Context: an optimization exercise on an open-source flow, tuned for small area and few clock cycles per item. The choices shown serve that exercise and are no tape-out recipe.
Function was checked by simulation only, so behaviour that the tests miss may differ from the original.
No driver is modelled on the clock port, so clocking that relies on it looks cheaper here than on a real chip.

File: flow/config.mk
export PLATFORM = sky130hd
export DESIGN_NAME = dot_prod_top
export DESIGN_NICKNAME = dot_prod_top
export VERILOG_FILES = /design/flow/design.v
export SDC_FILE = /design/flow/constraint.sdc
export NUM_CORES = 4
export LEC_CHECK = 0
export CAP_MARGIN = 20
export CORE_MARGIN = 2
export CORE_UTILIZATION = 60
export PLACE_DENSITY = 0.75
export SLEW_MARGIN = 20
File: flow/constraint.sdc
create_clock -name core_clock -period 8.0 [get_ports {clk}]
set_input_delay 1.6000 -clock core_clock [delete_from_list [all_inputs] [get_ports {clk}]]
set_output_delay 1.6000 -clock core_clock [all_outputs]
set_load 0.01 [all_outputs]
File: flow/design.v
`default_nettype none
package dot_pkg;
   localparam int sample_w = 12;
   localparam int prod_w = 25;
   localparam int sum_w = 32;
   localparam int out_w = 24;
   localparam int dot_len = 5;
   localparam int mult_lat = 3;
endpackage
`default_nettype wire
`default_nettype none
module cpx_multiply (
   input  logic [11:0] x,
   input  logic [11:0] y,
   input  logic        act,
   input  logic        sub,
   input  logic [26:0] base,
   output logic [1:0]  co,
   output logic [26:0] sum
);
   logic [12:0] yb;                    
   logic [13:0] xe;                  
   logic [5:0] s1, s2, ng;
   assign yb = {yg, 1'b0};
   logic [11:0] yg;                  
   assign yg = y & {12{act}};
   assign xe = {x[11], x, 1'b0};
   logic [12:0] pp0;
   logic [12:0] pp1;
   logic [12:0] pp2;
   logic [12:0] pp3;
   logic [12:0] pp4;
   logic [12:0] pp5;
   for (genvar j = 0; j < 6; j++) begin : g_enc
      assign s1[j] = yb[2*j+1] ^ yb[2*j];
      assign s2[j] = ((yb[2*j+2] & ~yb[2*j+1] & ~yb[2*j]) |
                            (~yb[2*j+2] & yb[2*j+1] & yb[2*j]));
      assign ng[j] = yb[2*j+2] ^ sub;
   end
   for (genvar i = 0; i < 12; i++) begin : g_pp0
      assign pp0[i] = ((s1[0] & xe[i+1]) | (s2[0] & xe[i])) ^ ng[0];
   end
   assign pp0[12] = act & ~(((s1[0] & xe[13]) | (s2[0] & xe[12])) ^ ng[0]);
   for (genvar i = 0; i < 12; i++) begin : g_pp1
      assign pp1[i] = ((s1[1] & xe[i+1]) | (s2[1] & xe[i])) ^ ng[1];
   end
   assign pp1[12] = act & ~(((s1[1] & xe[13]) | (s2[1] & xe[12])) ^ ng[1]);
   for (genvar i = 0; i < 12; i++) begin : g_pp2
      assign pp2[i] = ((s1[2] & xe[i+1]) | (s2[2] & xe[i])) ^ ng[2];
   end
   assign pp2[12] = act & ~(((s1[2] & xe[13]) | (s2[2] & xe[12])) ^ ng[2]);
   for (genvar i = 0; i < 12; i++) begin : g_pp3
      assign pp3[i] = ((s1[3] & xe[i+1]) | (s2[3] & xe[i])) ^ ng[3];
   end
   assign pp3[12] = act & ~(((s1[3] & xe[13]) | (s2[3] & xe[12])) ^ ng[3]);
   for (genvar i = 0; i < 12; i++) begin : g_pp4
      assign pp4[i] = ((s1[4] & xe[i+1]) | (s2[4] & xe[i])) ^ ng[4];
   end
   assign pp4[12] = act & ~(((s1[4] & xe[13]) | (s2[4] & xe[12])) ^ ng[4]);
   for (genvar i = 0; i < 12; i++) begin : g_pp5
      assign pp5[i] = ((s1[5] & xe[i+1]) | (s2[5] & xe[i])) ^ ng[5];
   end
   assign pp5[12] = act & ~(((s1[5] & xe[13]) | (s2[5] & xe[12])) ^ ng[5]);
   logic t_c2;
   logic t_c4;
   logic t_c6;
   logic t_c8;
   logic t_c10;
   logic t_c12;
   logic t_c14;
   logic t_c16;
   logic t_c18;
   logic t_c20;
   logic t_c22;
   logic t_c24;
   logic t_c26;
   logic t_c28;
   logic t_c30;
   logic t_c32;
   logic t_c34;
   logic t_c36;
   logic t_c38;
   logic t_c40;
   logic t_c42;
   logic t_c44;
   logic t_c46;
   logic t_c48;
   logic t_c50;
   logic t_c52;
   logic t_c54;
   logic t_c56;
   logic t_c58;
   logic t_c60;
   logic t_c62;
   logic t_c64;
   logic t_c66;
   logic t_c68;
   logic t_c70;
   logic t_c72;
   logic t_c74;
   logic t_c76;
   logic t_c78;
   logic t_c80;
   logic t_c82;
   logic t_c84;
   logic t_c86;
   logic t_c88;
   logic t_c90;
   logic t_c92;
   logic t_c94;
   logic t_c96;
   logic t_c98;
   logic t_c100;
   logic t_c102;
   logic t_c104;
   logic t_c106;
   logic t_c108;
   logic t_c110;
   logic t_c112;
   logic t_c114;
   logic t_c116;
   logic t_c118;
   logic t_c120;
   logic t_c122;
   logic t_c124;
   logic t_c126;
   logic t_c128;
   logic t_c130;
   logic t_c132;
   logic t_c134;
   logic t_c136;
   logic t_c138;
   logic t_c140;
   logic t_c142;
   logic t_c144;
   logic t_c146;
   logic t_c148;
   logic t_c150;
   logic t_c152;
   logic t_c154;
   logic t_c156;
   logic t_c157;
   logic t_c158;
   logic t_c159;
   logic t_c160;
   logic t_c161;
   logic t_c162;
   logic t_c163;
   logic t_c164;
   logic t_c165;
   logic t_c166;
   logic t_c167;
   logic t_c168;
   logic t_c169;
   logic t_c170;
   logic t_c171;
   logic t_c172;
   logic t_c173;
   logic t_c174;
   logic t_c175;
   logic t_c176;
   logic t_c177;
   logic t_c178;
   logic t_c179;
   logic t_c180;
   logic t_c181;
   logic t_c182;
   logic t_c183;
   logic t_s1;
   logic t_s3;
   logic t_s5;
   logic t_s7;
   logic t_s9;
   logic t_s11;
   logic t_s13;
   logic t_s15;
   logic t_s17;
   logic t_s19;
   logic t_s21;
   logic t_s23;
   logic t_s25;
   logic t_s27;
   logic t_s29;
   logic t_s31;
   logic t_s33;
   logic t_s35;
   logic t_s37;
   logic t_s39;
   logic t_s41;
   logic t_s43;
   logic t_s45;
   logic t_s47;
   logic t_s49;
   logic t_s51;
   logic t_s53;
   logic t_s55;
   logic t_s57;
   logic t_s59;
   logic t_s61;
   logic t_s63;
   logic t_s65;
   logic t_s67;
   logic t_s69;
   logic t_s71;
   logic t_s73;
   logic t_s75;
   logic t_s77;
   logic t_s79;
   logic t_s81;
   logic t_s83;
   logic t_s85;
   logic t_s87;
   logic t_s89;
   logic t_s91;
   logic t_s93;
   logic t_s95;
   logic t_s97;
   logic t_s99;
   logic t_s101;
   logic t_s103;
   logic t_s105;
   logic t_s107;
   logic t_s109;
   logic t_s111;
   logic t_s113;
   logic t_s115;
   logic t_s117;
   logic t_s119;
   logic t_s121;
   logic t_s123;
   logic t_s125;
   logic t_s127;
   logic t_s129;
   logic t_s131;
   logic t_s133;
   logic t_s135;
   logic t_s137;
   logic t_s139;
   logic t_s141;
   logic t_s143;
   logic t_s145;
   logic t_s147;
   logic t_s149;
   logic t_s151;
   logic t_s153;
   logic t_s155;
   assign t_s1 = base[8] ^ ng[4];
   assign t_c2 = base[8] & ng[4];
   assign t_s3 = base[9] ^ pp0[9];
   assign t_c4 = base[9] & pp0[9];
   assign t_s5 = base[10] ^ ng[5] ^ pp0[10];
   assign t_c6 = (base[10] & ng[5]) | (base[10] & pp0[10]) | (ng[5] & pp0[10]);
   assign t_s7 = pp1[8] ^ pp2[6];
   assign t_c8 = pp1[8] & pp2[6];
   assign t_s9 = base[11] ^ pp0[11] ^ pp1[9];
   assign t_c10 = (base[11] & pp0[11]) | (base[11] & pp1[9]) | (pp0[11] & pp1[9]);
   assign t_s11 = pp2[7] ^ pp3[5];
   assign t_c12 = pp2[7] & pp3[5];
   assign t_s13 = base[12] ^ pp0[12] ^ pp1[10];
   assign t_c14 = (base[12] & pp0[12]) | (base[12] & pp1[10]) | (pp0[12] & pp1[10]);
   assign t_s15 = pp2[8] ^ pp3[6];
   assign t_c16 = pp2[8] & pp3[6];
   assign t_s17 = base[13] ^ pp1[11] ^ pp2[9];
   assign t_c18 = (base[13] & pp1[11]) | (base[13] & pp2[9]) | (pp1[11] & pp2[9]);
   assign t_s19 = base[14] ^ pp1[12];
   assign t_c20 = base[14] & pp1[12];
   assign t_s21 = base[4] ^ ng[2];
   assign t_c22 = base[4] & ng[2];
   assign t_s23 = base[5] ^ pp0[5];
   assign t_c24 = base[5] & pp0[5];
   assign t_s25 = base[6] ^ ng[3] ^ pp0[6];
   assign t_c26 = (base[6] & ng[3]) | (base[6] & pp0[6]) | (ng[3] & pp0[6]);
   assign t_s27 = pp1[4] ^ pp2[2];
   assign t_c28 = pp1[4] & pp2[2];
   assign t_s29 = base[7] ^ pp0[7] ^ pp1[5];
   assign t_c30 = (base[7] & pp0[7]) | (base[7] & pp1[5]) | (pp0[7] & pp1[5]);
   assign t_s31 = pp2[3] ^ pp3[1];
   assign t_c32 = pp2[3] & pp3[1];
   assign t_s33 = t_s1 ^ pp0[8] ^ pp1[6];
   assign t_c34 = (t_s1 & pp0[8]) | (t_s1 & pp1[6]) | (pp0[8] & pp1[6]);
   assign t_s35 = pp2[4] ^ pp3[2] ^ pp4[0];
   assign t_c36 = (pp2[4] & pp3[2]) | (pp2[4] & pp4[0]) | (pp3[2] & pp4[0]);
   assign t_s37 = t_c2 ^ pp1[7] ^ pp2[5];
   assign t_c38 = (t_c2 & pp1[7]) | (t_c2 & pp2[5]) | (pp1[7] & pp2[5]);
   assign t_s39 = pp3[3] ^ pp4[1] ^ t_s3;
   assign t_c40 = (pp3[3] & pp4[1]) | (pp3[3] & t_s3) | (pp4[1] & t_s3);
   assign t_s41 = pp3[4] ^ pp4[2] ^ pp5[0];
   assign t_c42 = (pp3[4] & pp4[2]) | (pp3[4] & pp5[0]) | (pp4[2] & pp5[0]);
   assign t_s43 = t_c4 ^ t_s5 ^ t_s7;
   assign t_c44 = (t_c4 & t_s5) | (t_c4 & t_s7) | (t_s5 & t_s7);
   assign t_s45 = pp4[3] ^ pp5[1] ^ t_c6;
   assign t_c46 = (pp4[3] & pp5[1]) | (pp4[3] & t_c6) | (pp5[1] & t_c6);
   assign t_s47 = t_c8 ^ t_s9 ^ t_s11;
   assign t_c48 = (t_c8 & t_s9) | (t_c8 & t_s11) | (t_s9 & t_s11);
   assign t_s49 = pp4[4] ^ pp5[2] ^ t_c10;
   assign t_c50 = (pp4[4] & pp5[2]) | (pp4[4] & t_c10) | (pp5[2] & t_c10);
   assign t_s51 = t_c12 ^ t_s13 ^ t_s15;
   assign t_c52 = (t_c12 & t_s13) | (t_c12 & t_s15) | (t_s13 & t_s15);
   assign t_s53 = pp3[7] ^ pp4[5] ^ pp5[3];
   assign t_c54 = (pp3[7] & pp4[5]) | (pp3[7] & pp5[3]) | (pp4[5] & pp5[3]);
   assign t_s55 = t_c14 ^ t_c16 ^ t_s17;
   assign t_c56 = (t_c14 & t_c16) | (t_c14 & t_s17) | (t_c16 & t_s17);
   assign t_s57 = pp2[10] ^ pp3[8] ^ pp4[6];
   assign t_c58 = (pp2[10] & pp3[8]) | (pp2[10] & pp4[6]) | (pp3[8] & pp4[6]);
   assign t_s59 = pp5[4] ^ t_c18 ^ t_s19;
   assign t_c60 = (pp5[4] & t_c18) | (pp5[4] & t_s19) | (t_c18 & t_s19);
   assign t_s61 = base[15] ^ pp2[11] ^ pp3[9];
   assign t_c62 = (base[15] & pp2[11]) | (base[15] & pp3[9]) | (pp2[11] & pp3[9]);
   assign t_s63 = pp4[7] ^ pp5[5] ^ t_c20;
   assign t_c64 = (pp4[7] & pp5[5]) | (pp4[7] & t_c20) | (pp5[5] & t_c20);
   assign t_s65 = base[16] ^ pp2[12] ^ pp3[10];
   assign t_c66 = (base[16] & pp2[12]) | (base[16] & pp3[10]) | (pp2[12] & pp3[10]);
   assign t_s67 = pp4[8] ^ pp5[6];
   assign t_c68 = pp4[8] & pp5[6];
   assign t_s69 = base[17] ^ pp3[11] ^ pp4[9];
   assign t_c70 = (base[17] & pp3[11]) | (base[17] & pp4[9]) | (pp3[11] & pp4[9]);
   assign t_s71 = base[18] ^ pp3[12];
   assign t_c72 = base[18] & pp3[12];
   assign t_s73 = base[2] ^ ng[1];
   assign t_c74 = base[2] & ng[1];
   assign t_s75 = base[3] ^ pp0[3];
   assign t_c76 = base[3] & pp0[3];
   assign t_s77 = t_s21 ^ pp0[4] ^ pp1[2];
   assign t_c78 = (t_s21 & pp0[4]) | (t_s21 & pp1[2]) | (pp0[4] & pp1[2]);
   assign t_s79 = t_c22 ^ pp1[3] ^ pp2[1];
   assign t_c80 = (t_c22 & pp1[3]) | (t_c22 & pp2[1]) | (pp1[3] & pp2[1]);
   assign t_s81 = pp3[0] ^ t_c24 ^ t_s25;
   assign t_c82 = (pp3[0] & t_c24) | (pp3[0] & t_s25) | (t_c24 & t_s25);
   assign t_s83 = t_c26 ^ t_c28 ^ t_s29;
   assign t_c84 = (t_c26 & t_c28) | (t_c26 & t_s29) | (t_c28 & t_s29);
   assign t_s85 = t_c30 ^ t_c32 ^ t_s33;
   assign t_c86 = (t_c30 & t_c32) | (t_c30 & t_s33) | (t_c32 & t_s33);
   assign t_s87 = t_c34 ^ t_c36 ^ t_s37;
   assign t_c88 = (t_c34 & t_c36) | (t_c34 & t_s37) | (t_c36 & t_s37);
   assign t_s89 = t_c38 ^ t_s41 ^ t_c40;
   assign t_c90 = (t_c38 & t_s41) | (t_c38 & t_c40) | (t_s41 & t_c40);
   assign t_s91 = t_c42 ^ t_c44 ^ t_s45;
   assign t_c92 = (t_c42 & t_c44) | (t_c42 & t_s45) | (t_c44 & t_s45);
   assign t_s93 = t_c46 ^ t_c48 ^ t_s49;
   assign t_c94 = (t_c46 & t_c48) | (t_c46 & t_s49) | (t_c48 & t_s49);
   assign t_s95 = t_s53 ^ t_c50 ^ t_c52;
   assign t_c96 = (t_s53 & t_c50) | (t_s53 & t_c52) | (t_c50 & t_c52);
   assign t_s97 = t_c54 ^ t_s57 ^ t_c56;
   assign t_c98 = (t_c54 & t_s57) | (t_c54 & t_c56) | (t_s57 & t_c56);
   assign t_s99 = t_c58 ^ t_s61 ^ t_c60;
   assign t_c100 = (t_c58 & t_s61) | (t_c58 & t_c60) | (t_s61 & t_c60);
   assign t_s101 = t_c62 ^ t_s65 ^ t_s67;
   assign t_c102 = (t_c62 & t_s65) | (t_c62 & t_s67) | (t_s65 & t_s67);
   assign t_s103 = pp5[7] ^ t_c66 ^ t_c68;
   assign t_c104 = (pp5[7] & t_c66) | (pp5[7] & t_c68) | (t_c66 & t_c68);
   assign t_s105 = pp4[10] ^ pp5[8] ^ t_c70;
   assign t_c106 = (pp4[10] & pp5[8]) | (pp4[10] & t_c70) | (pp5[8] & t_c70);
   assign t_s107 = base[19] ^ pp4[11] ^ pp5[9];
   assign t_c108 = (base[19] & pp4[11]) | (base[19] & pp5[9]) | (pp4[11] & pp5[9]);
   assign t_s109 = base[20] ^ pp4[12];
   assign t_c110 = base[20] & pp4[12];
   assign t_s111 = base[0] ^ ng[0];
   assign t_c112 = base[0] & ng[0];
   assign t_s113 = base[1] ^ pp0[1];
   assign t_c114 = base[1] & pp0[1];
   assign t_s115 = t_s73 ^ pp0[2] ^ pp1[0];
   assign t_c116 = (t_s73 & pp0[2]) | (t_s73 & pp1[0]) | (pp0[2] & pp1[0]);
   assign t_s117 = t_c74 ^ pp1[1] ^ t_s75;
   assign t_c118 = (t_c74 & pp1[1]) | (t_c74 & t_s75) | (pp1[1] & t_s75);
   assign t_s119 = pp2[0] ^ t_c76 ^ t_s77;
   assign t_c120 = (pp2[0] & t_c76) | (pp2[0] & t_s77) | (t_c76 & t_s77);
   assign t_s121 = t_c78 ^ t_s79 ^ t_s23;
   assign t_c122 = (t_c78 & t_s79) | (t_c78 & t_s23) | (t_s79 & t_s23);
   assign t_s123 = t_c80 ^ t_s27 ^ t_s81;
   assign t_c124 = (t_c80 & t_s27) | (t_c80 & t_s81) | (t_s27 & t_s81);
   assign t_s125 = t_s31 ^ t_c82 ^ t_s83;
   assign t_c126 = (t_s31 & t_c82) | (t_s31 & t_s83) | (t_c82 & t_s83);
   assign t_s127 = t_s35 ^ t_c84 ^ t_s85;
   assign t_c128 = (t_s35 & t_c84) | (t_s35 & t_s85) | (t_c84 & t_s85);
   assign t_s129 = t_c86 ^ t_s87 ^ t_s39;
   assign t_c130 = (t_c86 & t_s87) | (t_c86 & t_s39) | (t_s87 & t_s39);
   assign t_s131 = t_c88 ^ t_s43 ^ t_s89;
   assign t_c132 = (t_c88 & t_s43) | (t_c88 & t_s89) | (t_s43 & t_s89);
   assign t_s133 = t_s47 ^ t_c90 ^ t_s91;
   assign t_c134 = (t_s47 & t_c90) | (t_s47 & t_s91) | (t_c90 & t_s91);
   assign t_s135 = t_s51 ^ t_c92 ^ t_s93;
   assign t_c136 = (t_s51 & t_c92) | (t_s51 & t_s93) | (t_c92 & t_s93);
   assign t_s137 = t_s55 ^ t_c94 ^ t_s95;
   assign t_c138 = (t_s55 & t_c94) | (t_s55 & t_s95) | (t_c94 & t_s95);
   assign t_s139 = t_s59 ^ t_c96 ^ t_s97;
   assign t_c140 = (t_s59 & t_c96) | (t_s59 & t_s97) | (t_c96 & t_s97);
   assign t_s141 = t_s63 ^ t_c98 ^ t_s99;
   assign t_c142 = (t_s63 & t_c98) | (t_s63 & t_s99) | (t_c98 & t_s99);
   assign t_s143 = t_c64 ^ t_s101 ^ t_c100;
   assign t_c144 = (t_c64 & t_s101) | (t_c64 & t_c100) | (t_s101 & t_c100);
   assign t_s145 = t_s69 ^ t_c102 ^ t_s103;
   assign t_c146 = (t_s69 & t_c102) | (t_s69 & t_s103) | (t_c102 & t_s103);
   assign t_s147 = t_s71 ^ t_c104 ^ t_s105;
   assign t_c148 = (t_s71 & t_c104) | (t_s71 & t_s105) | (t_c104 & t_s105);
   assign t_s149 = t_c72 ^ t_s107 ^ t_c106;
   assign t_c150 = (t_c72 & t_s107) | (t_c72 & t_c106) | (t_s107 & t_c106);
   assign t_s151 = pp5[10] ^ t_c108 ^ t_s109;
   assign t_c152 = (pp5[10] & t_c108) | (pp5[10] & t_s109) | (t_c108 & t_s109);
   assign t_s153 = base[21] ^ pp5[11] ^ t_c110;
   assign t_c154 = (base[21] & pp5[11]) | (base[21] & t_c110) | (pp5[11] & t_c110);
   assign t_s155 = base[22] ^ pp5[12];
   assign t_c156 = base[22] & pp5[12];
   assign sum[0] = t_s111 ^ pp0[0];
   assign t_c157 = t_s111 & pp0[0];
   assign sum[1] = t_s113 ^ t_c112 ^ t_c157;
   assign t_c158 = (t_s113 & t_c112) | (t_s113 & t_c157) | (t_c112 & t_c157);
   assign sum[2] = t_s115 ^ t_c114 ^ t_c158;
   assign t_c159 = (t_s115 & t_c114) | (t_s115 & t_c158) | (t_c114 & t_c158);
   assign sum[3] = t_s117 ^ t_c116 ^ t_c159;
   assign t_c160 = (t_s117 & t_c116) | (t_s117 & t_c159) | (t_c116 & t_c159);
   assign sum[4] = t_s119 ^ t_c118 ^ t_c160;
   assign t_c161 = (t_s119 & t_c118) | (t_s119 & t_c160) | (t_c118 & t_c160);
   assign sum[5] = t_s121 ^ t_c120 ^ t_c161;
   assign t_c162 = (t_s121 & t_c120) | (t_s121 & t_c161) | (t_c120 & t_c161);
   assign sum[6] = t_s123 ^ t_c122 ^ t_c162;
   assign t_c163 = (t_s123 & t_c122) | (t_s123 & t_c162) | (t_c122 & t_c162);
   assign sum[7] = t_s125 ^ t_c124 ^ t_c163;
   assign t_c164 = (t_s125 & t_c124) | (t_s125 & t_c163) | (t_c124 & t_c163);
   assign sum[8] = t_s127 ^ t_c126 ^ t_c164;
   assign t_c165 = (t_s127 & t_c126) | (t_s127 & t_c164) | (t_c126 & t_c164);
   assign co[0] = t_c165;
   assign sum[9] = t_s129 ^ t_c128;
   assign t_c166 = t_s129 & t_c128;
   assign sum[10] = t_s131 ^ t_c130 ^ t_c166;
   assign t_c167 = (t_s131 & t_c130) | (t_s131 & t_c166) | (t_c130 & t_c166);
   assign sum[11] = t_s133 ^ t_c132 ^ t_c167;
   assign t_c168 = (t_s133 & t_c132) | (t_s133 & t_c167) | (t_c132 & t_c167);
   assign sum[12] = t_s135 ^ t_c134 ^ t_c168;
   assign t_c169 = (t_s135 & t_c134) | (t_s135 & t_c168) | (t_c134 & t_c168);
   assign sum[13] = t_s137 ^ t_c136 ^ t_c169;
   assign t_c170 = (t_s137 & t_c136) | (t_s137 & t_c169) | (t_c136 & t_c169);
   assign sum[14] = t_s139 ^ t_c138 ^ t_c170;
   assign t_c171 = (t_s139 & t_c138) | (t_s139 & t_c170) | (t_c138 & t_c170);
   assign sum[15] = t_s141 ^ t_c140 ^ t_c171;
   assign t_c172 = (t_s141 & t_c140) | (t_s141 & t_c171) | (t_c140 & t_c171);
   assign sum[16] = t_s143 ^ t_c142 ^ t_c172;
   assign t_c173 = (t_s143 & t_c142) | (t_s143 & t_c172) | (t_c142 & t_c172);
   assign sum[17] = t_s145 ^ t_c144 ^ t_c173;
   assign t_c174 = (t_s145 & t_c144) | (t_s145 & t_c173) | (t_c144 & t_c173);
   assign co[1] = t_c174;
   assign sum[18] = t_s147 ^ t_c146;
   assign t_c175 = t_s147 & t_c146;
   assign sum[19] = t_s149 ^ t_c148 ^ t_c175;
   assign t_c176 = (t_s149 & t_c148) | (t_s149 & t_c175) | (t_c148 & t_c175);
   assign sum[20] = t_s151 ^ t_c150 ^ t_c176;
   assign t_c177 = (t_s151 & t_c150) | (t_s151 & t_c176) | (t_c150 & t_c176);
   assign sum[21] = t_s153 ^ t_c152 ^ t_c177;
   assign t_c178 = (t_s153 & t_c152) | (t_s153 & t_c177) | (t_c152 & t_c177);
   assign sum[22] = t_s155 ^ t_c154 ^ t_c178;
   assign t_c179 = (t_s155 & t_c154) | (t_s155 & t_c178) | (t_c154 & t_c178);
   assign sum[23] = base[23] ^ t_c156 ^ t_c179;
   assign t_c180 = (base[23] & t_c156) | (base[23] & t_c179) | (t_c156 & t_c179);
   assign sum[24] = base[24] ^ t_c180;
   assign t_c181 = base[24] & t_c180;
   assign sum[25] = base[25] ^ t_c181;
   assign t_c182 = base[25] & t_c181;
   assign sum[26] = base[26] ^ t_c182;
   assign t_c183 = base[26] & t_c182;
endmodule
`default_nettype wire
`default_nettype none
module cpx_settle (
   input  logic [26:0] b,
   input  logic [1:0]  c,
   output logic [26:0] r
);
   logic u9;
   logic u10;
   logic u11;
   logic u12;
   logic u13;
   logic u14;
   logic u15;
   logic u16;
   logic u17;
   logic u18;
   logic u19;
   logic u20;
   logic u21;
   logic u22;
   logic u23;
   logic u24;
   logic u25;
   assign r[0] = b[0];
   assign r[1] = b[1];
   assign r[2] = b[2];
   assign r[3] = b[3];
   assign r[4] = b[4];
   assign r[5] = b[5];
   assign r[6] = b[6];
   assign r[7] = b[7];
   assign r[8] = b[8];
   assign r[9] = b[9] ^ c[0];
   assign u9 = b[9] & c[0];
   assign r[10] = b[10] ^ u9;
   assign u10 = b[10] & u9;
   assign r[11] = b[11] ^ u10;
   assign u11 = b[11] & u10;
   assign r[12] = b[12] ^ u11;
   assign u12 = b[12] & u11;
   assign r[13] = b[13] ^ u12;
   assign u13 = b[13] & u12;
   assign r[14] = b[14] ^ u13;
   assign u14 = b[14] & u13;
   assign r[15] = b[15] ^ u14;
   assign u15 = b[15] & u14;
   assign r[16] = b[16] ^ u15;
   assign u16 = b[16] & u15;
   assign r[17] = b[17] ^ u16;
   assign u17 = b[17] & u16;
   assign r[18] = b[18] ^ u17 ^ c[1];
   assign u18 = (b[18] & u17) | (b[18] & c[1]) | (u17 & c[1]);
   assign r[19] = b[19] ^ u18;
   assign u19 = b[19] & u18;
   assign r[20] = b[20] ^ u19;
   assign u20 = b[20] & u19;
   assign r[21] = b[21] ^ u20;
   assign u21 = b[21] & u20;
   assign r[22] = b[22] ^ u21;
   assign u22 = b[22] & u21;
   assign r[23] = b[23] ^ u22;
   assign u23 = b[23] & u22;
   assign r[24] = b[24] ^ u23;
   assign u24 = b[24] & u23;
   assign r[25] = b[25] ^ u24;
   assign u25 = b[25] & u24;
   assign r[26] = b[26] ^ u25;
endmodule
`default_nettype wire
`default_nettype none
module dot_prod_top #(
   parameter int sample_w = dot_pkg::sample_w,
   parameter int prod_w   = dot_pkg::prod_w,
   parameter int sum_w    = dot_pkg::sum_w,
   parameter int out_w    = dot_pkg::out_w,
   parameter int dot_len  = dot_pkg::dot_len
) (
   input  logic                       clk,
   input  logic                       rst_n_i,
   input  logic                       req_i,
   input  logic signed [sample_w-1:0] xi_i,
   input  logic signed [sample_w-1:0] xq_i,
   input  logic signed [sample_w-1:0] yi_i,
   input  logic signed [sample_w-1:0] yq_i,
   input  logic                       res_ack_i,
   output logic                       ack_o,
   output logic                       res_req_o,
   output logic signed [out_w-1:0]    res_i_o,
   output logic signed [out_w-1:0]    res_q_o
);
   localparam int acc_w = 2 * sample_w + 3;        
   localparam int shift = sum_w - out_w;           
   localparam int res_w = acc_w - shift;           
   localparam logic [acc_w-1:0] acc_init = 27'd78307328;
   logic req_s1, req_s2;
   logic ack_s1, ack_s2;
   logic [sample_w-1:0] r0, r1, r2, r3;
   logic [1:0] kph;       
   logic       a_is_i;    
   logic       pend;      
   logic [1:0] mcnt;      
   logic [2:0] bcnt;      
   logic       res_full;  
   logic       act;       
   logic       clr;       
   logic       sub;       
   logic       cap, last_step, blk_done;
   logic       ack_n, pend_n, res_full_n, res_req_n, acc_free_n;
   logic       act_n, clr_n, sub_n;
   logic [1:0] mcnt_n, kph_n;
   logic [2:0] bcnt_n;
   localparam int n_cut = 2;
   logic [acc_w-1:0] acc_a, acc_b, base, sum, res_b;
   logic [n_cut-1:0] cry_b, cout;
   always_ff @(posedge clk or negedge rst_n_i) begin
      if (!rst_n_i) begin
         req_s1 <= 1'b0;
         req_s2 <= 1'b0;
         ack_s1 <= 1'b0;
         ack_s2 <= 1'b0;
      end else begin
         req_s1 <= req_i;
         req_s2 <= req_s1;
         ack_s1 <= res_ack_i;
         ack_s2 <= ack_s1;
      end
   end
   assign last_step = act && (mcnt == 2'd3);
   assign blk_done  = last_step && (bcnt == 3'(dot_len - 1));
   assign cap       = req_s2 && !ack_o && (!pend || last_step) && !a_is_i;
   always_comb begin
      ack_n      = cap || (ack_o && req_s2);
      pend_n     = cap || (pend && !last_step);
      mcnt_n     = act ? mcnt + 2'd1 : mcnt;
      bcnt_n     = !last_step ? bcnt : blk_done ? 3'd0 : bcnt + 3'd1;
      res_full_n = blk_done || (res_full && !(res_req_o && ack_s2));
      res_req_n  = res_req_o ? !ack_s2 : ((res_full || blk_done) && !ack_s2);
      kph_n      = cap ? 2'd0 : kph + 2'd1;
      acc_free_n = !res_full_n || (res_req_n && ack_s1);
      act_n      = pend_n && (mcnt_n != 2'd0 || bcnt_n != 3'd0 || acc_free_n);
      clr_n      = act_n && (bcnt_n == 3'd0) && (mcnt_n < 2'd2);
      sub_n      = act_n && (kph_n == 2'd2);
   end
   always_ff @(posedge clk or negedge rst_n_i) begin
      if (!rst_n_i) begin
         ack_o     <= 1'b0;
         pend      <= 1'b0;
         mcnt      <= 2'd0;
         bcnt      <= 3'd0;
         res_full  <= 1'b0;
         res_req_o <= 1'b0;
         a_is_i    <= 1'b0;
         kph       <= 2'd0;
         act       <= 1'b0;
         clr       <= 1'b0;
         sub       <= 1'b0;
      end else begin
         ack_o     <= ack_n;
         pend      <= pend_n;
         mcnt      <= mcnt_n;
         bcnt      <= bcnt_n;
         res_full  <= res_full_n;
         res_req_o <= res_req_n;
         a_is_i    <= !a_is_i;
         kph       <= kph_n;
         act       <= act_n;
         clr       <= clr_n;
         sub       <= sub_n;
      end
   end
   always_ff @(posedge clk) begin
      if (cap) begin
         r0 <= xi_i;
         r1 <= yi_i;
         r2 <= xq_i;
         r3 <= yq_i;
      end else begin
         r0 <= r1;
         r1 <= r2;
         r2 <= r3;
         r3 <= r0;
      end
   end
   assign base = clr ? acc_init : acc_a;
   cpx_multiply u_mac (
      .x    (r0),
      .y    (r1),
      .act  (act),
      .sub  (sub),
      .base (base),
      .co   (cout),
      .sum  (sum)
   );
   cpx_settle u_set (
      .b (acc_b),
      .c (cry_b),
      .r (res_b)
   );
   always_ff @(posedge clk) begin
      acc_a <= res_b;
      acc_b <= sum;
      cry_b <= cout;
   end
   logic [acc_w-1:0] si, sq;
   assign si = a_is_i ? acc_a : res_b;
   assign sq = a_is_i ? res_b : acc_a;
   assign res_i_o = {{(out_w-res_w){si[acc_w-1]}}, si[acc_w-1:shift]};
   assign res_q_o = {{(out_w-res_w){sq[acc_w-1]}}, sq[acc_w-1:shift]};
endmodule
`default_nettype wire
File: flow/flow/run.sh
#!/bin/bash
# Layout flow: the standard flow (standard.sh) with three changes that
# only affect cell choice, not the design or its constraints:
#  - ABC maps the synthesized logic with an area-oriented script
#    (flow/abc_area_nf.script) instead of the speed script; synthesis is
#    otherwise synth_recipe.tcl unchanged (same passes, flatten, renames);
#  - the port buffers that ORFS inserts are sky130_fd_sc_hd__buf_1;
#  - clock_tree_synthesis gets the arguments in flow/cts_args (small clock
#    buffers, no dummy loads).
# make's output goes to standard.log here; each tool's full log is under
# orfs/logs.
set -euo pipefail
here=$(pwd)
{
  printf 'proc abc {args} {\n'
  printf '  set i [lsearch -exact $args -script]\n'
  printf '  if {$i >= 0} { lset args [expr {$i + 1}] %s/flow/abc_area_nf.script }\n' "$here"
  printf '  yosys abc {*}$args\n'
  printf '}\n'
  cat synth_recipe.tcl
} > my_synth.tcl
sed "s#SYNTH_SCRIPT=[^ ]*#SYNTH_SCRIPT=$here/my_synth.tcl#" standard.sh > my_standard.sh
grep -q "SYNTH_SCRIPT=$here/my_synth.tcl" my_standard.sh
# optional extra arguments for yosys synth (flow/synth_args), e.g. -noabc
# to leave the fine-grained logic to extract_fa and the final ABC run.
if [[ -s flow/synth_args ]]; then export SYNTH_ARGS="$(cat flow/synth_args)"; fi
export BUFFER_PORTS_ARGS="-buffer_cell sky130_fd_sc_hd__buf_1"
export CTS_ARGS="$(cat flow/cts_args)"
bash my_standard.sh > standard.log 2>&1
File: flow/flow/abc_area_nf.script
strash
dch -f
amap
topo
stime -c
File: flow/flow/cts_args
-sink_clustering_enable -repair_clock_nets -dont_use_dummy_load -buf_list {sky130_fd_sc_hd__clkbuf_4} -sink_clustering_size 10 -sink_clustering_max_diameter 60 -sink_clustering_levels 1
File: flow/flow/synth_args
-noabc
File: flow/standard.sh
#!/bin/bash
# synth_recipe.tcl (not shown) runs the flow's synth.tcl, then flattens the netlist and writes it again
# the make line also repeats each setting of config.mk as NAME=value (left out here)
make -C /OpenROAD-flow-scripts/flow DESIGN_CONFIG=/design/flow/config.mk WORK_HOME=/design/flow/orfs CLKGATE_MAP_FILE= SYNTH_SCRIPT=/design/flow/synth_recipe.tcl "${@:-finish}"
==> flow_summary_export.csv, run 1 <==
group,metric,value,unit
critical_path,cp_top_family,"adder cells",
clock_tree,cts_resized,0,
critical_path,cp.buffers_inverters,1,
yosys,syn_inst,740,
routing,routedWlPerCell,17.4,µm
yosys,ys_types,24,
clock_tree,path_clk_slew,0.11,ns
timing,tightest_slew,0.964,ns
timing,fin_crit_sh,92.3,%
critical_path,worstReg2RegStart,"act",
routing,drt_wl_total,17.7,mm
clock_tree,cts_tree,"yes",
clock_tree,clock_latency,0.56,ns
grt,grt_max_degree,63,
critical_path,crit_fanout,16,
hold_path,hold_path_class,"register to register",
grt,grt_pass1_vias,5697,
critical_path,cp.required,8.41,ns
grt,groute.usage.overall,28.0,%
clock_tree,holdBufCountCts,0,
placement,gp_congestion,0.911,
clock_tree,cts.sinks,123,
layout,drive_gt1_share,5.05,%
timing,fmax,0.135,GHz
critical_path,slowest_stage,"o21ai_0",
critical_path,cp.arrival,7.80,ns
hold_path,min_to,"acc_a[5]",
layout,post-route-util,68.1,%
placement,dp_hpwl,13.4,mm
routing,drt-initial-drc-count,360,
timing,tns,0,ns
yosys,ys_ff_latch,123,
critical_path,reg2reg_slack,0.61,ns
yosys,syn-cell-area,0.00738,mm²
die,initial_core_util,61.4,%
die,ios,102,
critical_path,rr_worst_depth,16,
run_status,status,"finished clean",
routing,vias,5944,
routing,drc,0,
timing,slew_headroom,35.3,%
yosys,syn_nets,916,
timing,hold_violations,0,
grt,grt_antenna_before_repair,0,
placement,io_buffers,101,
routing,dr.pass1.iters,5,
critical_path,crit_type,"register to register",
hold_path,whs_path_depth,0,
routing,viasPerCell,5.83,
hold_path,min_from,"acc_b[5]",
critical_path,crit_path_end_kind,"register",
critical_path,critPathMostFrequentCell,"fa_1",
layout,num-nets-final,1050,
timing,drv_slew,0,
timing,finalClockSkew,0.0477,ns
layout,syn2layout_area_growth,10.9,%
clock_tree,cts_setup_buffers,0,
timing,rsz0062_at_grt,"no",
die,fp.dieArea,0.0132,mm²
timing,finalSetupViolations,0,
grt,grt_pass1_wl,28.3,mm
critical_path,slowest_delay,0.76,ns
critical_path,path_cells,"nand2_1 -> o21ai_0 -> buf_4 -> o22ai_1 -> o21ai_0 -> fa_1 -> fa_1 -> fa_1 -> fa_1 -> fa_1 -> fa_1 -> fa_1 -> fa_1 -> fa_1 -> fa_1 -> fa_1",
die,die-height,115,µm
clock_tree,cts_inserted_buffers,17,
grt,grt_overflow,0,
layout,num_antenna_cells,0,
critical_path,rr_endpoint,"acc_b[17]",
critical_path,start_kind,"register",
yosys,avgSynthCellArea,9.97,µm²
die,core-area,0.0120,mm²
die,rows,40,
timing,min_period,7.39,ns
yosys,ys_seq_area_share,34.7,%
yosys,yosysWarnings,1,
routing,antenna_left,0,
die,die_w,115,µm
timing,whs,0.320,ns
run,cap_viol_max_count,0,
-- logic make-up after synthesis --
logic type / count (synthesis) / synth area share (%)
AO/OA/AOI/OAI: 268 / 23.0
AND/OR/NAND/NOR: 180 / 10.2
adder cells (fa/ha/maj): 124 / 29.4
flip-flops: 123 / 34.7
buffers and inverters: 45 / 2.80
-- layout make-up --
class	count	area [µm²]
multi-input combinational	572	4620
sequential	123	2560
timing repair buffer	125	561
clock buffer	17	128
fill	1018	3830
tap	147	184
inverter	35	131
-- cells in the mapped netlist --
master	n	share of area, %
a31oi_1	5	0.42
or2_0	12	1.0
a21oi_1	43	2.9
nor2b_1	14	1.2
nor2_1	68	3.5
a211oi_1	7	0.71
a311oi_1	1	0.12
buf_4	10	1.0
nand2_1	79	4.0
fa_1	82	22
ha_1	42	7.1
and3_1	1	0.085
o21ai_0	79	5.4
dfrtp_1	19	6.4
o22ai_1	69	5.8
clkinv_1	35	1.8
or3_1	1	0.085
o22a_1	62	7.4
dfxtp_1	104	28
nor3_1	3	0.20
and2_0	1	0.085
o32ai_1	1	0.12
nand3_1	1	0.068
o41ai_1	1	0.12
-- flip-flops by register name, indices dropped and copies added (netlist names), 2 cells and up --
register,flops
r1,12
acc_a,27
cry_b,2
r0,12
kph,2
bcnt,3
r3,12
mcnt,2
acc_b,27
r2,12
-- worst max path at each step --
stage / startpoint / cells after the start / to / slack (ns)
2_1_floorplan: act / 16 / acc_b[17] / 0.25
3_3_place_gp: act / 15 / acc_b[17] / 0.77
3_5_place_dp: act / 16 / acc_b[17] / 0.66
4_1_cts: act / 16 / acc_b[17] / 0.59
5_1_grt: act / 15 / acc_b[17] / 0.15
6_report: act / 16 / acc_b[17] / 0.61
-- placed cells by master (no fill, tap or decap), types with 2 or more instances in the layout --
cell type and instances:
a21oi_1 43, ha_1 42, buf_1 100, nor2_1 68
or2_0 12, o21ai_0 74, o22a_1 62, a31oi_1 5
o22ai_1 69, clkbuf_4 17, buf_4 24, dfxtp_1 104
nor3_1 2, nand2_1 79, fa_1 82, dfrtp_1 19
a211oi_1 7, nor2b_1 14, o21ai_1 5, clkinv_1 34
-- layer usage --
| layer | part of all wire [%] | vias up | track usage [%] |
|---|---|---|---|
| li1 | - | 2935 | - |
| met1 | 46 | 2780 | 39.5 |
| met2 | 46 | 199 | 43.1 |
| met3 | 5.4 | 30 | 6.11 |
| met4 | 2.2 | 0 | 10.3 |
| met5 | 0 | - | 0 |
-- through the flow --
stage	worst slack, ns	instances	instance area, µm²
detailed placement	0.661	1002	8050
floorplan	0.253	740	7380
global placement	0.772	1002	8050
CTS	0.592	1019	8180
global route	0.151	1019	8180
finish	0.615	1019	8180
Testbench counts, summed over its fixed seeds: cycles 9,612, results 320.
==> run 2, diff against run 1 <==
--- a/flow/flow/run.sh
+++ b/flow/flow/run.sh
@@ -21,3 +21,4 @@
 } > my_synth.tcl
-sed "s#SYNTH_SCRIPT=[^ ]*#SYNTH_SCRIPT=$here/my_synth.tcl#" standard.sh > my_standard.sh
+# also: the buffers synthesis puts on pass-through outputs are buf_1.
+sed -e "s#SYNTH_SCRIPT=[^ ]*#SYNTH_SCRIPT=$here/my_synth.tcl MIN_BUF_CELL_AND_PORTS='sky130_fd_sc_hd__buf_1 A X'#" standard.sh > my_standard.sh
 grep -q "SYNTH_SCRIPT=$here/my_synth.tcl" my_standard.sh
==> flow/flow/abc_area_nf.script (replaced) <==
&get -n
&st
&dch
&nf -a
&put
topo
stime -c
--- a/flow/config.mk
+++ b/flow/config.mk
@@ -9,4 +9,3 @@
 export CORE_MARGIN = 2
-export CORE_UTILIZATION = 60
-export PLACE_DENSITY = 0.75
+export CORE_UTILIZATION = 40
 export SLEW_MARGIN = 20
==> run 2 against run 1 <==
Against the previous run:
- routed wire length is 6.2% lower
- synthesized cell count is 17% lower
- non-clock buffer count decreased by 2
- clock skew fell by 0.0056 ns
- design area rose by 5.1%
- first-iteration DRC count down 31%
- synthesized area rose by 3.9%
- via count is 15% lower
- sequential share of layout area fell by 1.5 points
- critical endpoint unchanged
- highest routed layer unchanged
==> flow_summary_export.csv, run 2 <==
group,metric,value,unit
timing,finalClockSkew,0.0421,ns
timing,min_period,7.22,ns
layout,drive_gt1_share,5.50,%
routing,viasPerCell,5.17,
hold_path,hold_path_class,"register to register",
clock_tree,cts.sinks,123,
layout,final_cell_mix,"dfxtp_1 (104), buf_1 (100), xnor2_1 (86), mux2_1 (84), fa_1 (82)",
timing,fmax,0.138,GHz
clock_tree,holdBufCountCts,0,
die,rows,50,
clock_tree,path_clk_slew,0.10,ns
clock_tree,cts_resized,0,
clock_tree,cts_inserted_buffers,17,
routing,drt_wl_total,16.6,mm
yosys,ys_types,34,
placement,placed_cell_area,0.00847,mm²
die,die-height,142,µm
yosys,yosysTopAreaCellShare,27.2,%
routing,dr.pass1.iters,6,
die,ios,102,
timing,rsz0062_at_grt,"no",
layout,reg_top3,"acc_a x27, acc_b x27",
timing,tns,0,ns
yosys,synth_area_leaders,"dfxtp_1 (27%), fa_1 (21%), mux2_1 (12%)",
layout,fill_cells,1771,
yosys,yosysWarnings,1,
layout,regArea,0.00256,mm²
placement,dp_hpwl,12.9,mm
clock_tree,cts_setup_buffers,0,
placement,dp_slack,0.742,ns
grt,groute.usage.overall,17.3,%
yosys,syn_nets,792,
timing,setup_ws,0.777,ns
yosys,synth-main-ff-cell,"dfxtp_1",
die,initial_core_util,40.8,%
layout,multi_input_area,0.00502,mm²
yosys,syn_inst,616,
placement,gp_congestion,0.876,
yosys,syn-cell-area,0.00767,mm²
yosys,synth_most_common_cell,"dfxtp_1",
layout,syn2layout_area_growth,12.2,%
critical_path,cp.buffers_inverters,3,
run_status,status,"finished clean",
critical_path,cp.arrival,7.63,ns
layout,stdcell_area,0.00860,mm²
yosys,ys_ff_latch,123,
die,die_w,142,µm
die,core-area,0.0188,mm²
critical_path,slowest_stage,"dfrtp_1",
yosys,synth_edf_count,0,
critical_path,path_cells,"buf_4 -> and2_0 -> xnor2_1 -> clkinv_1 -> buf_4 -> ha_1 -> fa_1 -> fa_1 -> fa_1 -> ha_1 -> fa_1 -> fa_1 -> fa_1 -> fa_1 -> fa_1 -> fa_1 -> fa_1 -> fa_1",
routing,antenna_left,0,
grt,grt_pass1_vias,5289,
yosys,async_flop_share,15.4,%
critical_path,critPathMostFrequentCell,"fa_1",
yosys,avgSynthCellArea,12.4,µm²
yosys,netlist_top_cells_count,"dfxtp_1 (104), xnor2_1 (86), mux2_1 (84)",
yosys,yosysTopAreaCell,"dfxtp_1",
critical_path,crit_fanout,18,
die,fp.dieArea,0.0203,mm²
critical_path,cp_top_family,"adder cells",
placement,io_buffers,101,
critical_path,start_kind,"register",
critical_path,crit_type,"register to register",
timing,drv_slew,0,
timing,fin_crit_sh,90.3,%
critical_path,cp.required,8.41,ns
timing,finalSetupViolations,0,
yosys,ys_seq_area_share,33.4,%
routing,drc,0,
run,cap_viol_max_count,0,
timing,hold_violations,0,
routing,routedWlPerCell,16.9,µm
clock_tree,cts_tree,"yes",
critical_path,slowest_delay,0.55,ns
routing,vias,5073,
grt,grt_overflow,0,
timing,slew_headroom,56.3,%
critical_path,crit_path_end_kind,"register",
routing,drt-initial-drc-count,247,
grt,grt_antenna_before_repair,1,
layout,num-nets-final,924,
clock_tree,clock_latency,0.54,ns
timing,tightest_slew,0.656,ns
layout,layout_commonest_cell,"dfxtp_1",
critical_path,reg2reg_slack,0.78,ns
grt,grt_max_degree,52,
grt,grt_pass1_wl,27.1,mm
## run 2: cell families (layout without fill, tap and decap cells)
kind of cell	count (synthesis)	in the layout	share of synthesized area [%]
buf+inv	25	155	1.22
simple gates	78	78	5.75
mux	84	84	12.3
compound gates	89	89	8.44
flops	123	123	33.4
fa+ha+maj	124	124	28.3
other cells	0	1	0
xor+xnor	93	93	10.6
## run 2: through the flow
step | util [%] | instances | hold slack [ns]
after detailed placement | 45.1 | 963 | 0.312
after global placement | 45.1 | 963 | 0.311
after global routing | 45.8 | 981 | 0.306
after CTS | 45.8 | 980 | 0.316
final | 45.8 | 981 | 0.310
after floorplan | - | 616 | 0.310
## run 2: final timing paths
path	start	to	depth (start not counted)
worst min-delay path	acc_b[6]	acc_a[6]	0
worst min register to register	acc_b[6]	acc_a[6]	0
max in group asynchronous	rst_n_i	clr	1
min in group asynchronous	rst_n_i	a_is_i	1
worst max-delay path	act	acc_b[17]	18
worst max register to register	act	acc_b[17]	18
## run 2: metal layers
metal	GRT usage [%]	up-vias	wire, µm
li1	-	2421	-
met5	0	-	0
met2	26.4	166	7500
met4	6.15	0	258
met1	23.8	2469	7860
met3	4.41	17	990
## run 2: layout make-up
cell class	instances	area share [%]
multi-input cells	468	58.3
flip-flops and latches	123	29.7
repair buffers	123	6.34
well taps	234	3.41
clock buffers	17	1.48
inverters	15	0.655
diodes	1	0.0291
==> run 3, diff against run 2 <==
--- a/flow/design.v
+++ b/flow/design.v
@@ -557,3 +557,3 @@
    logic [sample_w-1:0] r0, r1, r2, r3;
-   logic [1:0] kph;       
+   logic       kph1;
    logic       a_is_i;    
@@ -569,3 +569,4 @@
    logic       act_n, clr_n, sub_n;
-   logic [1:0] mcnt_n, kph_n;
+   logic [1:0] mcnt_n;
+   logic       kph1_n;
    logic [2:0] bcnt_n;
@@ -597,3 +598,3 @@
       res_req_n  = res_req_o ? !ack_s2 : ((res_full || blk_done) && !ack_s2);
-      kph_n      = cap ? 2'd0 : kph + 2'd1;
+      kph1_n     = cap ? 1'b0 : (kph1 ^ !a_is_i);
       acc_free_n = !res_full_n || (res_req_n && ack_s1);
@@ -601,3 +602,3 @@
       clr_n      = act_n && (bcnt_n == 3'd0) && (mcnt_n < 2'd2);
-      sub_n      = act_n && (kph_n == 2'd2);
+      sub_n      = act_n && kph1_n && !a_is_i;     
    end
@@ -612,3 +613,3 @@
          a_is_i    <= 1'b0;
-         kph       <= 2'd0;
+         kph1      <= 1'b0;
          act       <= 1'b0;
@@ -624,3 +625,3 @@
          a_is_i    <= !a_is_i;
-         kph       <= kph_n;
+         kph1      <= kph1_n;
          act       <= act_n;
--- a/flow/flow/run.sh
+++ b/flow/flow/run.sh
@@ -21,4 +21,3 @@
 } > my_synth.tcl
-# also: the buffers synthesis puts on pass-through outputs are buf_1.
-sed -e "s#SYNTH_SCRIPT=[^ ]*#SYNTH_SCRIPT=$here/my_synth.tcl MIN_BUF_CELL_AND_PORTS='sky130_fd_sc_hd__buf_1 A X'#" standard.sh > my_standard.sh
+sed "s#SYNTH_SCRIPT=[^ ]*#SYNTH_SCRIPT=$here/my_synth.tcl#" standard.sh > my_standard.sh
 grep -q "SYNTH_SCRIPT=$here/my_synth.tcl" my_standard.sh
==> flow/flow/abc_area_nf.script (replaced) <==
strash
dch -f
amap
topo
stime -c
--- a/flow/config.mk
+++ b/flow/config.mk
@@ -9,3 +9,4 @@
 export CORE_MARGIN = 2
-export CORE_UTILIZATION = 40
+export CORE_UTILIZATION = 60
+export PLACE_DENSITY = 0.75
 export SLEW_MARGIN = 20
==> run 3 against run 2 <==
Against the previous run:
- hold slack better by 0.022 ns
- via count up 22%
- non-clock buffer count up 2
- critical path depth up 1
- final cell count up 4.6%
- count of clock-buffer cells in the layout unchanged
- core utilization up 22 points
- routed wire length up 12%
- flip-flop and latch count down 1
- synthesized area down 4.1%
- critical endpoint unchanged
==> flow_summary_export.csv, run 3 <==
group,metric,value,unit
yosys,synth_edf_count,0,
layout,num-nets-final,1057,
die,ios,102,
timing,finalSetupViolations,0,
hold_path,whs_path_depth,0,
yosys,async_flop_share,14.8,%
yosys,syn_nets,923,
layout,final_cell_mix,"dfxtp_1 (104), buf_1 (101), fa_1 (82), nand2_1 (80), nor2_1 (77)",
grt,grt_max_degree,63,
yosys,yosysTopAreaCell,"dfxtp_1",
yosys,syn-cell-area,0.00735,mm²
yosys,ys_types,24,
clock_tree,cts_resized,0,
yosys,syn_inst,747,
die,die_w,115,µm
placement,dp_hpwl,13.6,mm
placement,gp_congestion,0.900,
layout,num_antenna_cells,0,
layout,reg_top3,"acc_a x27, acc_b x27",
critical_path,rr_worst_depth,19,
timing,finalClockSkew,0.0538,ns
critical_path,crit_start,"act",
routing,drt_wl_total,18.6,mm
critical_path,crit_path_end_kind,"register",
routing,routedWlPerCell,18.1,µm
yosys,yosys.area_share.simple,10.4,%
timing,min_period,7.66,ns
timing,drv_slew,0,
timing,fin_crit_sh,95.7,%
routing,antenna_left,0,
yosys,synthMuxAreaShare,0,%
critical_path,critPathMostFrequentCell,"fa_1",
grt,grt_pass1_vias,5926,
die,core-area,0.0120,mm²
die,die-height,115,µm
grt,grt_overflow,0,
layout,fill_cells,977,
yosys,post_synth_fa_ha_maj_area_fraction,29.5,%
run,cap_viol_max_count,0,
yosys,synth-xor-area-share,0,%
timing,rsz0062_at_grt,"no",
die,fp.dieArea,0.0132,mm²
yosys,netlist_top_cells_count,"dfxtp_1 (104), fa_1 (82), nand2_1 (80)",
clock_tree,cts_setup_buffers,0,
critical_path,cp.arrival,8.06,ns
die,rows,40,
routing,dr.pass1.iters,8,
layout,drive_gt1_share,5.01,%
timing,hold_violations,0,
critical_path,crit_fanout,16,
critical_path,rr_endpoint,"acc_b[17]",
placement,io_buffers,101,
critical_path,slowest_stage,"dfrtp_1",
layout,syn2layout_area_growth,10.9,%
yosys,ys_seq_area_share,34.4,%
yosys,synth-main-ff-cell,"dfxtp_1",
routing,vias,6186,
routing,viasPerCell,6.03,
grt,grt_pass1_wl,29.7,mm
critical_path,cp.required,8.40,ns
critical_path,crit_type,"register to register",
grt,grt_antenna_before_repair,0,
critical_path,reg2reg_slack,0.34,ns
clock_tree,cts_tree,"yes",
run_status,status,"finished clean",
routing,drc,0,
timing,tns,0,ns
hold_path,min_from,"acc_b[4]",
yosys,avgSynthCellArea,9.84,µm²
critical_path,cp_top_family,"adder cells",
layout,layout_commonest_cell,"dfxtp_1",
timing,whs,0.332,ns
critical_path,path_cells,"nand2_1 -> clkinv_1 -> a222oi_1 -> clkinv_1 -> o22ai_1 -> nor2_1 -> a21oi_1 -> fa_1 -> fa_1 -> fa_1 -> ha_1 -> fa_1 -> fa_1 -> fa_1 -> fa_1 -> fa_1 -> fa_1 -> fa_1 -> fa_1",
critical_path,worstReg2RegStart,"act",
hold_path,hold_path_class,"register to register",
hold_path,min_to,"acc_a[4]",
timing,fmax,0.131,GHz
yosys,synth_area_leaders,"dfxtp_1 (28%), fa_1 (22%), ha_1 (7.1%)",
clock_tree,clock_latency,0.55,ns
critical_path,slowest_delay,0.57,ns
yosys,synth_most_common_cell,"dfxtp_1",
yosys,synth_compound_area_share,22.7,%
routing,drt-initial-drc-count,512,
critical_path,cp.buffers_inverters,2,
timing,slew_headroom,38.9,%
clock_tree,path_clk_slew,0.08,ns
yosys,yosysTopAreaCellShare,28.3,%
die,initial_core_util,61.2,%
clock_tree,holdBufCountCts,0,
yosys,ys_ff_latch,122,
yosys,yosysWarnings,1,
layout,post-route-util,67.9,%
clock_tree,cts.sinks,122,
critical_path,start_kind,"register",
timing,tightest_slew,0.917,ns
clock_tree,cts_inserted_buffers,17,
grt,groute.usage.overall,29.6,%
yosys,synth_top_family_by_area,"adder cells",
run 3: cell count changes after synthesis, sizes merged, moves of 49 or more:
cell and delta:
a21oi +49, nor2 +70, a22oi -66, nand2 +62, xnor2 -86, o21ai +66
o22ai +69, mux2 -84, o22a +56
run 3: cells by family (layout without fill, tap and decap cells):
group           Yosys count  in the layout
compound gates          266            266
fa+ha+maj               124            124
simple gates            186            186
flops                   122            122
buf+inv                  49            181
run 3: worst max-delay path by stage:
stage	slack, ns	cells past startpoint	end
6_report	0.34	19	acc_b[17]
5_1_grt	0.02	19	acc_b[17]
4_1_cts	0.41	19	acc_b[17]
3_5_place_dp	0.40	19	acc_b[17]
3_3_place_gp	0.61	19	acc_b[17]
2_1_floorplan	0.25	16	acc_b[17]
run 3: through the flow:
stage	setup slack [ns]	cells	cell area, µm²
after global placement	0.615	1009	8030
final	0.344	1026	8160
after global routing	0.0236	1026	8160
after floorplan	0.254	747	7350
after CTS	0.412	1026	8150
after detailed placement	0.404	1009	8030
run 3: layer usage:
layer	wire length (µm)	part of all wire, %	GRT usage [%]
met3	1560	8.4	8.21
met2	8690	47	46.9
met1	7960	43	40.5
met5	0	0	0
met4	343	1.8	8.59
run 3: final cells by class:
type	count	area (µm²)	share of cell area, %
Clock buffer	17	128	1.56
Sequential cell	122	2530	31.0
Multi-Input combinational cell	576	4610	56.5
Inverter	39	146	1.79
Timing Repair Buffer	125	559	6.86
Tap cell	147	184	2.25
run 3: worst register-to-register path, stage by stage, from the launching register on:
cell	delay, ns
dfrtp_1	0.57
nand2_1	0.25
clkinv_1	0.16
a222oi_1	0.45
clkinv_1	0.38
o22ai_1	0.26
nor2_1	0.06
a21oi_1	0.22
fa_1	0.48
fa_1	0.51
fa_1	0.49
ha_1	0.23
fa_1	0.43
fa_1	0.44
fa_1	0.45
fa_1	0.43
fa_1	0.42
fa_1	0.42
fa_1	0.43
fa_1	0.46
Testbench counts of run 3, summed over its fixed seeds: cycles 9,612, results 320.
==> run 4, diff against run 3 <==
--- a/flow/flow/run.sh
+++ b/flow/flow/run.sh
@@ -8,3 +8,5 @@
 #  - clock_tree_synthesis gets the arguments in flow/cts_args (small clock
-#    buffers, no dummy loads).
+#    buffers, no dummy loads); after CTS, flow/fix_clock_leaves.tcl turns
+#    leaf clock buffers whose flip-flops would see a high slew into
+#    clkbuf_8 (log: fix_clock_leaves.log).
 # make's output goes to standard.log here; each tool's full log is under
@@ -28,2 +30,5 @@
 export CTS_ARGS="$(cat flow/cts_args)"
+bash my_standard.sh cts > standard_cts.log 2>&1
+RES_DIR=$here/orfs/results/sky130hd/dot_prod_top/base \
+  openroad -no_init -exit flow/fix_clock_leaves.tcl > fix_clock_leaves.log 2>&1
 bash my_standard.sh > standard.log 2>&1
==> flow/flow/fix_clock_leaves.tcl (new file) <==
set platform $::env(FLOW_HOME)/platforms/sky130hd
set res $::env(RES_DIR)
read_lef $platform/lef/sky130_fd_sc_hd.tlef
read_lef $platform/lef/sky130_fd_sc_hd_merged.lef
read_liberty $platform/lib/sky130_fd_sc_hd__tt_025C_1v80.lib
read_db $res/4_cts.odb
read_sdc $res/4_cts.sdc
source $platform/setRC.tcl
estimate_parasitics -placement
set n_up 0
foreach inst [get_cells -filter "ref_name==sky130_fd_sc_hd__clkbuf_4"] {
  set net [get_nets -of_objects [get_pins -of_objects $inst -filter "direction==output"]]
  set worst 0.0
  set n_flop 0
  foreach p [get_pins -of_objects $net -filter "direction==input"] {
    if {[string match "*/CLK" [get_full_name $p]]} { incr n_flop }
    set s [get_property $p slew_max]
    if {$s > $worst} { set worst $s }
  }
  # slew_max is in the library's time unit (ns)
  puts "clock buffer [get_full_name $inst]: $n_flop flops, worst slew $worst"
  if {$n_flop > 0 && $worst > 0.100} {
    replace_cell $inst sky130_fd_sc_hd__clkbuf_8
    incr n_up
    puts "  -> sky130_fd_sc_hd__clkbuf_8"
  }
}
puts "upsized $n_up clock buffers"
if {$n_up > 0} {
  detailed_placement
  check_placement -verbose
}
write_db $res/4_cts.odb
--- a/flow/config.mk
+++ b/flow/config.mk
@@ -10,2 +10,3 @@
 export CORE_UTILIZATION = 60
+export GPL_TIMING_DRIVEN = 0
 export PLACE_DENSITY = 0.75
==> run 4 against run 3 <==
Against the previous run:
- core utilization grew 0.67 points
- largest cell class unchanged
- sequential share of layout area fell by 0.26 points
- still clean on timing, DRC and antenna
==> flow_summary_export.csv, run 4 <==
group,metric,value,unit
clock_tree,holdBufCountCts,0,
grt,grt_antenna_before_repair,0,
clock_tree,cts_setup_buffers,0,
grt,grt_max_degree,63,
routing,vias,6137,
grt,grt_pass1_vias,6061,
layout,reg_top3,"acc_a x27, acc_b x27",
yosys,synth_most_common_cell,"dfxtp_1",
timing,rsz0062_at_grt,"no",
timing,fin_crit_sh,95.3,%
die,rows,40,
placement,gp_congestion,0.898,
grt,use_met1,38.3,%
routing,drt_wl_total,17.9,mm
yosys,netlist_top_cells_count,"dfxtp_1 (104), fa_1 (82), nand2_1 (80)",
die,ios,102,
layout,syn2layout_area_growth,12.0,%
critical_path,start_kind,"register",
layout,num-nets-final,1054,
yosys,synth_area_leaders,"dfxtp_1 (28%), fa_1 (22%), ha_1 (7.1%)",
placement,dp_hpwl,13.2,mm
layout,post-route-util,68.6,%
routing,antenna_left,0,
die,core-area,0.0120,mm²
critical_path,crit_fanout,16,
critical_path,cp.required,8.44,ns
yosys,ys_types,24,
timing,finalSetupViolations,0,
layout,fill_cells,986,
die,die-height,115,µm
routing,drt-initial-drc-count,450,
clock_tree,cts_tree,"yes",
timing,fmax,0.131,GHz
layout,layout_commonest_cell,"dfxtp_1",
yosys,syn_nets,923,
grt,grt_pass1_wl,29.1,mm
layout,drive_gt1_share,6.28,%
grt,groute.usage.overall,28.9,%
yosys,syn-cell-area,0.00735,mm²
yosys,synth-main-ff-cell,"dfxtp_1",
routing,dr.pass1.iters,5,
yosys,syn_inst,747,
clock_tree,path_clk_slew,0.09,ns
grt,grt_overflow,0,
hold_path,hold_path_class,"register to register",
yosys,yosysTopAreaCell,"dfxtp_1",
yosys,synth_edf_count,0,
critical_path,crit_path_end_kind,"register",
run,cap_viol_max_count,0,
layout,final_cell_mix,"dfxtp_1 (104), buf_1 (101), fa_1 (82), nand2_1 (80), nor2_1 (77)",
timing,drv_slew,0,
yosys,ys_seq_area_share,34.4,%
placement,io_buffers,101,
grt,grtUsageMet2,47.3,%
placement,placed_cell_area,0.00807,mm²
grt,grt_use_met3,6.78,%
yosys,yosysTopAreaCellShare,28.3,%
yosys,async_flop_share,14.8,%
routing,drc,0,
timing,finalClockSkew,0.0276,ns
critical_path,reg2reg_slack,0.37,ns
routing,routedWlPerCell,17.5,µm
clock_tree,clock_latency,0.55,ns
clock_tree,cts_inserted_buffers,17,
yosys,avgSynthCellArea,9.84,µm²
yosys,yosysWarnings,1,
layout,num_antenna_cells,0,
timing,slew_headroom,34.6,%
die,initial_core_util,61.2,%
die,fp.dieArea,0.0132,mm²
routing,viasPerCell,6.00,
yosys,ys_ff_latch,122,
run_status,status,"finished clean",
clock_tree,cts.sinks,122,
critical_path,crit_type,"register to register",
grt,top_usage_layer,"met2",
timing,tightest_slew,0.975,ns
timing,hold_violations,0,
timing,min_period,7.63,ns
critical_path,cp.arrival,8.06,ns
layout,stdcell_area,0.00824,mm²
die,die_w,115,µm
run 4: layout make-up:
| type | count | area (µm²) | area share (%) |
|---|---|---|---|
| Tap cell | 147 | 184 | 2.23 |
| Multi-Input combinational cell | 576 | 4650 | 56.5 |
| Sequential cell | 122 | 2540 | 30.8 |
| Inverter | 39 | 148 | 1.79 |
| Timing Repair Buffer | 112 | 488 | 5.92 |
| Clock buffer | 17 | 153 | 1.85 |
| Buffer | 10 | 75.1 | 0.911 |
run 4: cell families after synthesis:
kind of cell / share of synthesized area, %
AOI/OAI and AO/OA: 22.7
and+or+nand+nor: 10.4
adders and majority gates: 29.5
DFF: 34.4
buffers and inverters: 3.01
run 4: per-layer routing:
| metal | wire (µm) | vias up |
|---|---|---|
| met5 | 0 | - |
| li1 | - | 2943 |
| met3 | 1130 | 39 |
| met1 | 7760 | 2929 |
| met4 | 444 | 0 |
| met2 | 8570 | 226 |
run 4: final timing paths:
kind                            startpoint   endpoint  depth (start not counted)
min in group asynchronous          rst_n_i        act                          1
worst max register to register         act  acc_b[17]                         19
worst min-delay path              acc_b[7]   acc_a[7]                          0
max in group asynchronous          rst_n_i        clr                          1
worst min register to register    acc_b[7]   acc_a[7]                          0
worst max-delay path                   act  acc_b[17]                         19
run 4: through the flow:
step | TNS (ns) | hold slack (ns) | setup WS (ns) | instances
finish | 0 | 0.328 | 0.373 | 1023
global route | 0 | 0.332 | 0.0439 | 1023
CTS | 0 | 0.330 | 0.134 | 1023
detailed placement | 0 | 0.316 | 0.141 | 1006
global placement | -1.90 | 0.311 | -0.799 | 995
floorplan | 0 | 0.310 | 0.254 | 747
run 4: timing repair:
action / CTS / global route
gates resized for setup: 0 / 2
hold endpoints to repair: 0 / 0
setup endpoints to repair: 0 / 2
run 4: critical path: stages, from the launching register on:
cell and delay, ns:
dfrtp_2 0.54, nand2_1 0.23, clkinv_1 0.17, a222oi_1 0.44
clkinv_1 0.42, o22ai_1 0.31, nor2_1 0.08, a21oi_1 0.18
fa_1 0.46, fa_1 0.52, fa_1 0.50, ha_1 0.23
fa_1 0.42, fa_1 0.43, fa_1 0.43, fa_1 0.43
fa_1 0.43, fa_1 0.43, fa_1 0.42, fa_1 0.45

separate check: timing with driven ports:
How much do the figures lean on ideal ports? The routed layouts below were timed once more, with nothing changed but the port constraints. Step 1, drivers: a clkbuf_16 drives clk and a buf_2 each remaining input, both assumed. Step 2 also shifts input and output timing later by t, the mid clock arrival at the registers, as if the neighbouring blocks saw the same clock. a / b / c = ideal ports / drivers / drivers and shift; a / b = the first two.
run | t (ns) | setup WS [ns] | hold slack, ns | worst slew at a driven data input, ns | cell pins on the clock port's net
run 1 | 0.568 | 0.615 / 0.615 / 0.615 | 0.320 / 0.320 / 0.320 | 0.04 | 1
run 2 | 0.550 | 0.777 / 0.777 / 0.777 | 0.310 / 0.310 / 0.310 | 0.04 | 1
run 3 | 0.563 | 0.344 / 0.344 / 0.344 | 0.332 / 0.332 / 0.332 | 0.04 | 1
run 4 | 0.567 | 0.373 / 0.373 / 0.373 | 0.328 / 0.328 / 0.328 | 0.05 | 1
After both steps every run listed still meets setup and hold.
